From an optimization exercise on the open Yosys and OpenROAD flow, aimed at small area; shortcuts taken in it are not production practice.
Only simulation tests tie the RTL to the original design; equivalence was not proved.
No activity file was given, so power comes from the tool's default toggle rates.

==> inputs of exp/delta <==
==> flow/design.v (excerpt) <==
module rename_map #(
  parameter int NUM_AREGS = 32,
  parameter int NUM_PREGS = 128,
  parameter int CTRL_W    = 32,
  localparam int AW = $clog2(NUM_AREGS),
  localparam int PW = $clog2(NUM_PREGS)
) (
  input  logic                   i_clk,
  input  logic                   i_rst,
  input  logic [1:0]             i_valid,
  input  logic [1:0][AW-1:0]     i_src0,
  input  logic [1:0][AW-1:0]     i_src1,
  input  logic [1:0][AW-1:0]     i_dst,
  input  logic [1:0]             i_regwrite,
  input  logic [1:0][CTRL_W-1:0] i_ctrl,
  output logic                   o_ready,
  input  logic                   i_ready,
  output logic [1:0]             o_valid,
  output logic [1:0][PW-1:0]     o_psrc0,
  output logic [1:0][PW-1:0]     o_psrc1,
  output logic [1:0][PW-1:0]     o_pdst,
  output logic [1:0][PW-1:0]     o_old_pdst,
  output logic [1:0][CTRL_W-1:0] o_ctrl,
  input  logic [1:0]             i_free_valid,
  input  logic [1:0][PW-1:0]     i_free_preg,
  output logic [PW:0]            o_free_count,
  output logic                   o_err
);
clock: 8.5 ns
lec_check: 0
cap_margin: 20
cell_pad_in_sites_detail_placement: 1
cell_pad_in_sites_global_placement: 1
core_margin: 2
core_utilization: 45
place_density: 0.52
slew_margin: 20
synth_hierarchical: 1
standard.sh (not shown) runs the stock make flow with config.mk's settings and CLKGATE_MAP_FILE= SYNTH_SCRIPT=/design/flow/synth_recipe.tcl, a recipe that flattens the netlist after the stock synthesis.
==> flow/flow/run.sh <==
#!/bin/bash
# Layout flow: the standard ORFS flow (standard.sh, unchanged synthesis and steps), with
# two arguments changed through ORFS's own variables:
#  - BUFFER_PORTS_ARGS: the port buffers that global placement inserts on every input and
#    output use sky130_fd_sc_hd__buf_1 instead of the resizer's default choice
#    (clkdlybuf4s50_1); repair_design still resizes any that need more drive;
set -euo pipefail
export BUFFER_PORTS_ARGS="-buffer_cell sky130_fd_sc_hd__buf_1"
export CTS_ARGS="-sink_clustering_enable -repair_clock_nets -buf_list sky130_fd_sc_hd__clkbuf_16 -sink_clustering_size 26 -sink_clustering_max_diameter 100 -dont_use_dummy_load"
bash standard.sh finish > flow.log 2>&1
==> inputs of exp/fjord, as changes to exp/delta <==
--- a/flow/design.v
+++ b/flow/design.v
@@ -125,28 +125,21 @@
   logic [PW-1:0] bank_o [NB];
   logic [PW-1:0] head;
   logic [PW-1:0] count;
   logic          init_q;
   logic [1:0] alloc;
   logic [1:0] need;
-  logic       accept, acc0, acc1, take_any, take_one;
-  logic       cnt_ge1, cnt_ge2, cnt_126, cnt_127;
+  logic       accept, acc0, acc1;
   always_comb begin
     for (int k = 0; k < 2; k++)
       alloc[k] = i_valid[k] && i_regwrite[k] && (i_dst[k] != '0);
     need    = {alloc[0] & alloc[1], alloc[0] ^ alloc[1]};
-    cnt_ge1 = (count != '0);
-    cnt_ge2 = (count[PW-1:1] != '0);
-    cnt_126 = (count == PW'(NUM_PREGS-2));
-    cnt_127 = (count == PW'(NUM_PREGS-1));
-    o_ready = ((o_valid == 2'b00) || i_ready) && (need[1] ? cnt_ge2 : (need[0] ? cnt_ge1 : 1'b1));
+    o_ready = ((o_valid == 2'b00) || i_ready) && (count >= PW'(need));
     accept  = (|i_valid) && o_ready;
     acc0    = accept && alloc[0];
     acc1    = accept && alloc[1];
-    take_any = acc0 | acc1;              
-    take_one = acc0 ^ acc1;              
   end
   logic [5:0]    ridx_e, ridx_o;
   logic [63:0]   rsel_e, rsel_o;
   logic [PW-1:0] rd_e, rd_o, rv_e, rv_o, new0, next0, new1;
   assign ridx_e = head[PW-1:1] + 6'(head[0]);
   assign ridx_o = head[PW-1:1];
@@ -201,62 +194,60 @@
     old_n[0]  = alloc[0] ? rdd[0] : '0;
     old_n[1]  = '0;
     if (alloc[1])
       old_n[1] = (alloc[0] && (i_dst[1] == i_dst[0])) ? new0 : rdd[1];
   end
   logic          rst_n;
-  logic [PW-1:0] n0_lo_n, n1_lo_n;    
-  logic [PW-1:0] n0_hi_n, n1_hi_n;    
+  logic [PW-1:0] n0_n, n1_n;       
   logic [31:1]   w0_n, w1_n, rat_de;
   logic [PW-1:0] rat_d [1:31];
   assign rst_n = ~i_rst;
-  for (genvar b = 0; b < PW; b++) begin : g_bus
-    rm_g_nand2 u_l0 (.a(new0[b]), .b(rst_n), .y(n0_lo_n[b]));
-    rm_g_nand2 u_l1 (.a(new1[b]), .b(rst_n), .y(n1_lo_n[b]));
-    if (b < 5) begin : g_h
-      rm_g_nor2 u_h0 (.a(new0[b]), .b(i_rst), .y(n0_hi_n[b]));
-      rm_g_nor2 u_h1 (.a(new1[b]), .b(i_rst), .y(n1_hi_n[b]));
-    end else begin : g_nh
-      assign n0_hi_n[b] = 1'b0;
-      assign n1_hi_n[b] = 1'b0;
-    end
+  always_comb begin
+    n0_n = ~new0;
+    n1_n = ~new1;
+    n0_n[6:5] = ~(new0[6:5] & {2{rst_n}});
+    n1_n[6:5] = ~(new1[6:5] & {2{rst_n}});
   end
   for (genvar a = 1; a < 32; a++) begin : g_ratwr
     rm_g_nand2 u_w0 (.a(acc0), .b(sel_d[0][a]), .y(w0_n[a]));
     rm_g_nand2 u_w1 (.a(acc1), .b(sel_d[1][a]), .y(w1_n[a]));
     rm_g_nand3 u_de (.a(rst_n), .b(w0_n[a]), .c(w1_n[a]), .y(rat_de[a]));
     for (genvar b = 0; b < PW; b++) begin : gb
-      if ((a >> b) & 1) begin : g_one
-        rm_g_mux2i u_m (.a0(n1_hi_n[b]), .a1(n0_hi_n[b]), .s(w1_n[a]), .y(rat_d[a][b]));
-      end else begin : g_zero
-        rm_g_mux2i u_m (.a0(n1_lo_n[b]), .a1(n0_lo_n[b]), .s(w1_n[a]), .y(rat_d[a][b]));
+      if (b >= 5) begin : g_hi
+        rm_g_mux2i u_m (.a0(n1_n[b]), .a1(n0_n[b]), .s(w1_n[a]), .y(rat_d[a][b]));
+      end else begin : g_lo
+        logic m_n;
+        rm_g_mux2i u_m (.a0(new1[b]), .a1(new0[b]), .s(w1_n[a]), .y(m_n));
+        if ((a >> b) & 1) begin : g_one
+          rm_g_nand2 u_r (.a(rst_n), .b(m_n), .y(rat_d[a][b]));
+        end else begin : g_zero
+          rm_g_nor2 u_r (.a(i_rst), .b(m_n), .y(rat_d[a][b]));
+        end
       end
     end
   end
   always_ff @(posedge i_clk) begin
     for (int a = 1; a < 32; a++)
       if (rat_de[a]) rat[a] <= rat_d[a];
   end
   logic [1:0]    push_req;
   logic          push0, push1, drop, any_push, both_push;
-  logic [PW-1:0] base, count_n, head_n, tail, wd_first, wd_e, wd_o;
+  logic [PW-1:0] base, base1, count_n, head_n, tail, wd_first, wd_e, wd_o;
   logic [5:0]    widx_e, widx_o;
   logic          we_e, we_o;
   logic [63:0]   wsel_e, wsel_o;
-  logic base_127, base_126;
   always_comb begin
     for (int k = 0; k < 2; k++)
       push_req[k] = i_free_valid[k] && (i_free_preg[k] != '0);
-    base_127 = cnt_127 && !take_any;
-    base_126 = (cnt_126 && !take_any) || (cnt_127 && take_one);
-    push0    = push_req[0] && !base_127;
-    push1    = push_req[1] && !(push0 ? base_126 : base_127);
-    drop     = (push_req[0] && !push0) || (push_req[1] && !push1);
-    base     = count - (accept ? PW'(need) : '0);
-    count_n  = base + PW'(push0) + PW'(push1);
-    head_n   = head + (accept ? PW'(need) : '0);
+    base    = count - (accept ? PW'(need) : '0);
+    push0   = push_req[0] && (base != PW'(NUM_PREGS-1));
+    base1   = base + PW'(push0);
+    push1   = push_req[1] && (base1 != PW'(NUM_PREGS-1));
+    drop    = (push_req[0] && !push0) || (push_req[1] && !push1);
+    count_n = base1 + PW'(push1);
+    head_n  = head + (accept ? PW'(need) : '0);
     tail      = head + count;
     any_push  = push0 | push1;
     both_push = push0 & push1;
     wd_first  = push0 ? i_free_preg[0] : i_free_preg[1];
     widx_e    = tail[PW-1:1] + 6'(tail[0]);
     widx_o    = tail[PW-1:1];
==> flow/run.sh (new file) <==
#!/bin/bash
# synth_recipe.tcl (not shown) runs the flow's synth.tcl, then flattens the netlist and writes it again
# the make line also repeats each setting of config.mk as NAME=value (left out here)
make -C /OpenROAD-flow-scripts/flow DESIGN_CONFIG=/design/flow/config.mk WORK_HOME=/design/flow/orfs CLKGATE_MAP_FILE= SYNTH_SCRIPT=/design/flow/synth_recipe.tcl finish
--- a/flow/config.mk
+++ b/flow/config.mk
@@ -7,9 +7,12 @@
 export LEC_CHECK = 0
 export CAP_MARGIN = 20
 export CELL_PAD_IN_SITES_DETAIL_PLACEMENT = 1
 export CELL_PAD_IN_SITES_GLOBAL_PLACEMENT = 1
 export CORE_MARGIN = 2
 export CORE_UTILIZATION = 45
+export CTS_BUF_LIST = sky130_fd_sc_hd__clkbuf_16
+export CTS_CLUSTER_DIAMETER = 100
+export CTS_CLUSTER_SIZE = 26
 export PLACE_DENSITY = 0.52
 export SLEW_MARGIN = 20
 export SYNTH_HIERARCHICAL = 1
removed: flow/flow/run.sh
removed: flow/standard.sh
==> inputs of exp/violet, as changes to exp/delta <==
--- a/flow/design.v
+++ b/flow/design.v
@@ -125,28 +125,21 @@
   logic [PW-1:0] bank_o [NB];
   logic [PW-1:0] head;
   logic [PW-1:0] count;
   logic          init_q;
   logic [1:0] alloc;
   logic [1:0] need;
-  logic       accept, acc0, acc1, take_any, take_one;
-  logic       cnt_ge1, cnt_ge2, cnt_126, cnt_127;
+  logic       accept, acc0, acc1;
   always_comb begin
     for (int k = 0; k < 2; k++)
       alloc[k] = i_valid[k] && i_regwrite[k] && (i_dst[k] != '0);
     need    = {alloc[0] & alloc[1], alloc[0] ^ alloc[1]};
-    cnt_ge1 = (count != '0);
-    cnt_ge2 = (count[PW-1:1] != '0);
-    cnt_126 = (count == PW'(NUM_PREGS-2));
-    cnt_127 = (count == PW'(NUM_PREGS-1));
-    o_ready = ((o_valid == 2'b00) || i_ready) && (need[1] ? cnt_ge2 : (need[0] ? cnt_ge1 : 1'b1));
+    o_ready = ((o_valid == 2'b00) || i_ready) && (count >= PW'(need));
     accept  = (|i_valid) && o_ready;
     acc0    = accept && alloc[0];
     acc1    = accept && alloc[1];
-    take_any = acc0 | acc1;              
-    take_one = acc0 ^ acc1;              
   end
   logic [5:0]    ridx_e, ridx_o;
   logic [63:0]   rsel_e, rsel_o;
   logic [PW-1:0] rd_e, rd_o, rv_e, rv_o, new0, next0, new1;
   assign ridx_e = head[PW-1:1] + 6'(head[0]);
   assign ridx_o = head[PW-1:1];
@@ -201,62 +194,60 @@
     old_n[0]  = alloc[0] ? rdd[0] : '0;
     old_n[1]  = '0;
     if (alloc[1])
       old_n[1] = (alloc[0] && (i_dst[1] == i_dst[0])) ? new0 : rdd[1];
   end
   logic          rst_n;
-  logic [PW-1:0] n0_lo_n, n1_lo_n;    
-  logic [PW-1:0] n0_hi_n, n1_hi_n;    
+  logic [PW-1:0] n0_n, n1_n;       
   logic [31:1]   w0_n, w1_n, rat_de;
   logic [PW-1:0] rat_d [1:31];
   assign rst_n = ~i_rst;
-  for (genvar b = 0; b < PW; b++) begin : g_bus
-    rm_g_nand2 u_l0 (.a(new0[b]), .b(rst_n), .y(n0_lo_n[b]));
-    rm_g_nand2 u_l1 (.a(new1[b]), .b(rst_n), .y(n1_lo_n[b]));
-    if (b < 5) begin : g_h
-      rm_g_nor2 u_h0 (.a(new0[b]), .b(i_rst), .y(n0_hi_n[b]));
-      rm_g_nor2 u_h1 (.a(new1[b]), .b(i_rst), .y(n1_hi_n[b]));
-    end else begin : g_nh
-      assign n0_hi_n[b] = 1'b0;
-      assign n1_hi_n[b] = 1'b0;
-    end
+  always_comb begin
+    n0_n = ~new0;
+    n1_n = ~new1;
+    n0_n[6:5] = ~(new0[6:5] & {2{rst_n}});
+    n1_n[6:5] = ~(new1[6:5] & {2{rst_n}});
   end
   for (genvar a = 1; a < 32; a++) begin : g_ratwr
     rm_g_nand2 u_w0 (.a(acc0), .b(sel_d[0][a]), .y(w0_n[a]));
     rm_g_nand2 u_w1 (.a(acc1), .b(sel_d[1][a]), .y(w1_n[a]));
     rm_g_nand3 u_de (.a(rst_n), .b(w0_n[a]), .c(w1_n[a]), .y(rat_de[a]));
     for (genvar b = 0; b < PW; b++) begin : gb
-      if ((a >> b) & 1) begin : g_one
-        rm_g_mux2i u_m (.a0(n1_hi_n[b]), .a1(n0_hi_n[b]), .s(w1_n[a]), .y(rat_d[a][b]));
-      end else begin : g_zero
-        rm_g_mux2i u_m (.a0(n1_lo_n[b]), .a1(n0_lo_n[b]), .s(w1_n[a]), .y(rat_d[a][b]));
+      if (b >= 5) begin : g_hi
+        rm_g_mux2i u_m (.a0(n1_n[b]), .a1(n0_n[b]), .s(w1_n[a]), .y(rat_d[a][b]));
+      end else begin : g_lo
+        logic m_n;
+        rm_g_mux2i u_m (.a0(new1[b]), .a1(new0[b]), .s(w1_n[a]), .y(m_n));
+        if ((a >> b) & 1) begin : g_one
+          rm_g_nand2 u_r (.a(rst_n), .b(m_n), .y(rat_d[a][b]));
+        end else begin : g_zero
+          rm_g_nor2 u_r (.a(i_rst), .b(m_n), .y(rat_d[a][b]));
+        end
       end
     end
   end
   always_ff @(posedge i_clk) begin
     for (int a = 1; a < 32; a++)
       if (rat_de[a]) rat[a] <= rat_d[a];
   end
   logic [1:0]    push_req;
   logic          push0, push1, drop, any_push, both_push;
-  logic [PW-1:0] base, count_n, head_n, tail, wd_first, wd_e, wd_o;
+  logic [PW-1:0] base, base1, count_n, head_n, tail, wd_first, wd_e, wd_o;
   logic [5:0]    widx_e, widx_o;
   logic          we_e, we_o;
   logic [63:0]   wsel_e, wsel_o;
-  logic base_127, base_126;
   always_comb begin
     for (int k = 0; k < 2; k++)
       push_req[k] = i_free_valid[k] && (i_free_preg[k] != '0);
-    base_127 = cnt_127 && !take_any;
-    base_126 = (cnt_126 && !take_any) || (cnt_127 && take_one);
-    push0    = push_req[0] && !base_127;
-    push1    = push_req[1] && !(push0 ? base_126 : base_127);
-    drop     = (push_req[0] && !push0) || (push_req[1] && !push1);
-    base     = count - (accept ? PW'(need) : '0);
-    count_n  = base + PW'(push0) + PW'(push1);
-    head_n   = head + (accept ? PW'(need) : '0);
+    base    = count - (accept ? PW'(need) : '0);
+    push0   = push_req[0] && (base != PW'(NUM_PREGS-1));
+    base1   = base + PW'(push0);
+    push1   = push_req[1] && (base1 != PW'(NUM_PREGS-1));
+    drop    = (push_req[0] && !push0) || (push_req[1] && !push1);
+    count_n = base1 + PW'(push1);
+    head_n  = head + (accept ? PW'(need) : '0);
     tail      = head + count;
     any_push  = push0 | push1;
     both_push = push0 & push1;
     wd_first  = push0 ? i_free_preg[0] : i_free_preg[1];
     widx_e    = tail[PW-1:1] + 6'(tail[0]);
     widx_o    = tail[PW-1:1];
==> flow/run.sh (new file) <==
#!/bin/bash
# synth_recipe.tcl (not shown) runs the flow's synth.tcl, then flattens the netlist and writes it again
# the make line also repeats each setting of config.mk as NAME=value (left out here)
make -C /OpenROAD-flow-scripts/flow DESIGN_CONFIG=/design/flow/config.mk WORK_HOME=/design/flow/orfs CLKGATE_MAP_FILE= SYNTH_SCRIPT=/design/flow/synth_recipe.tcl finish
==> flow/config.mk (replaced) <==
export PLATFORM = sky130hd
export DESIGN_NAME = rename_map
export DESIGN_NICKNAME = rename_map
export VERILOG_FILES = /design/flow/design.v
export SDC_FILE = /design/flow/constraint.sdc
export NUM_CORES = 4
export LEC_CHECK = 0
export CAP_MARGIN = 20
export CORE_MARGIN = 2
export CORE_UTILIZATION = 45
export SLEW_MARGIN = 20
export SYNTH_HIERARCHICAL = 1
removed: flow/flow/run.sh
removed: flow/standard.sh
==> results.txt <==
Register-to-register slack, lowest first: exp/delta, exp/violet, exp/fjord.
Of exp/fjord and exp/violet, exp/violet has the higher cell count (gap 2.5%, measured against exp/violet).
In exp/delta the critical path depth is lower than in exp/fjord, by 14.
The highest hold slack belongs to exp/delta, the lowest to exp/violet.
Flip-flop and latch count is the same in exp/fjord and exp/violet.
Of exp/fjord and exp/violet, exp/violet has the higher utilization (gap 2.1 points).
In exp/delta the wire length is higher than in exp/fjord, by about 6%.
==> figures <==
metric	exp/fjord	exp/delta	exp/violet
Seq group	7.54 mW	7.59 mW	7.52 mW
Proportion of cell area occupied by multi-input gates	0.281	0.281	0.268
F_max	123 MHz	140 MHz	122 MHz
Largest net degree at the start of global routing	71	65	71
Delay contributed by the slowest stage of the critical path	0.55 ns	0.87 ns	0.55 ns
Met1 usage in global routing	0.475	0.505	0.445
Seq area share	0.598	0.633	0.575
Worst Reg2Reg Path Length in Cells	16	14	16
Instance area after placement	60600 um2	57600 um2	60500 um2
Non-clk bufs	380	306	367
Total routed wire length on the met1 layer	87200 um	90000 um	81100 um
Fin Clk Skew	0.0362 ns	0.0652 ns	0.0371 ns
Hold Slack	0.524 ns	0.541 ns	0.516 ns
Multi-input combinational gate total	2433	2297	2433
Status	finished clean	finished clean	finished clean

-- separate check: timing with driven ports --
The flow's constraints put no driver on any port. The routed layouts listed below were extracted and timed again, unchanged, in two steps. Step 1 sets driving cells, clkbuf_16 on the clock port and buf_2 on the other inputs (assumed; they add their load-dependent delay and slew). Step 2 moves the port delays by t, midway between the first and last clock arrival at a register: inputs arrive t later, outputs are due t later. That takes back most of the time a late clock gives input paths. Three values: ideal ports, drivers, drivers and shift; two values: the first two.
| run | shift t [ns] | setup WS [ns] | worst setup path after step 2 | worst register clock-pin slew, ns | worst data-port slew with drivers (ns) |
|---|---|---|---|---|---|
| exp/delta | 0.746 | 1.379 / 1.420 / 0.673 | input to register | 0.11 / 0.11 | 0.15 |
| exp/fjord | 0.798 | 0.366 / 0.417 / -0.381 | input to register | 0.11 / 0.11 | 0.08 |
| exp/violet | 0.811 | 0.272 / 0.315 / -0.496 | input to register | 0.07 / 0.07 | 0.12 |
With both steps, setup timing fails in exp/fjord and exp/violet, where it was met with ideal ports. The setup slack of exp/violet, which loses most, moves by +0.043 ns with the drivers and by -0.768 ns with both steps.
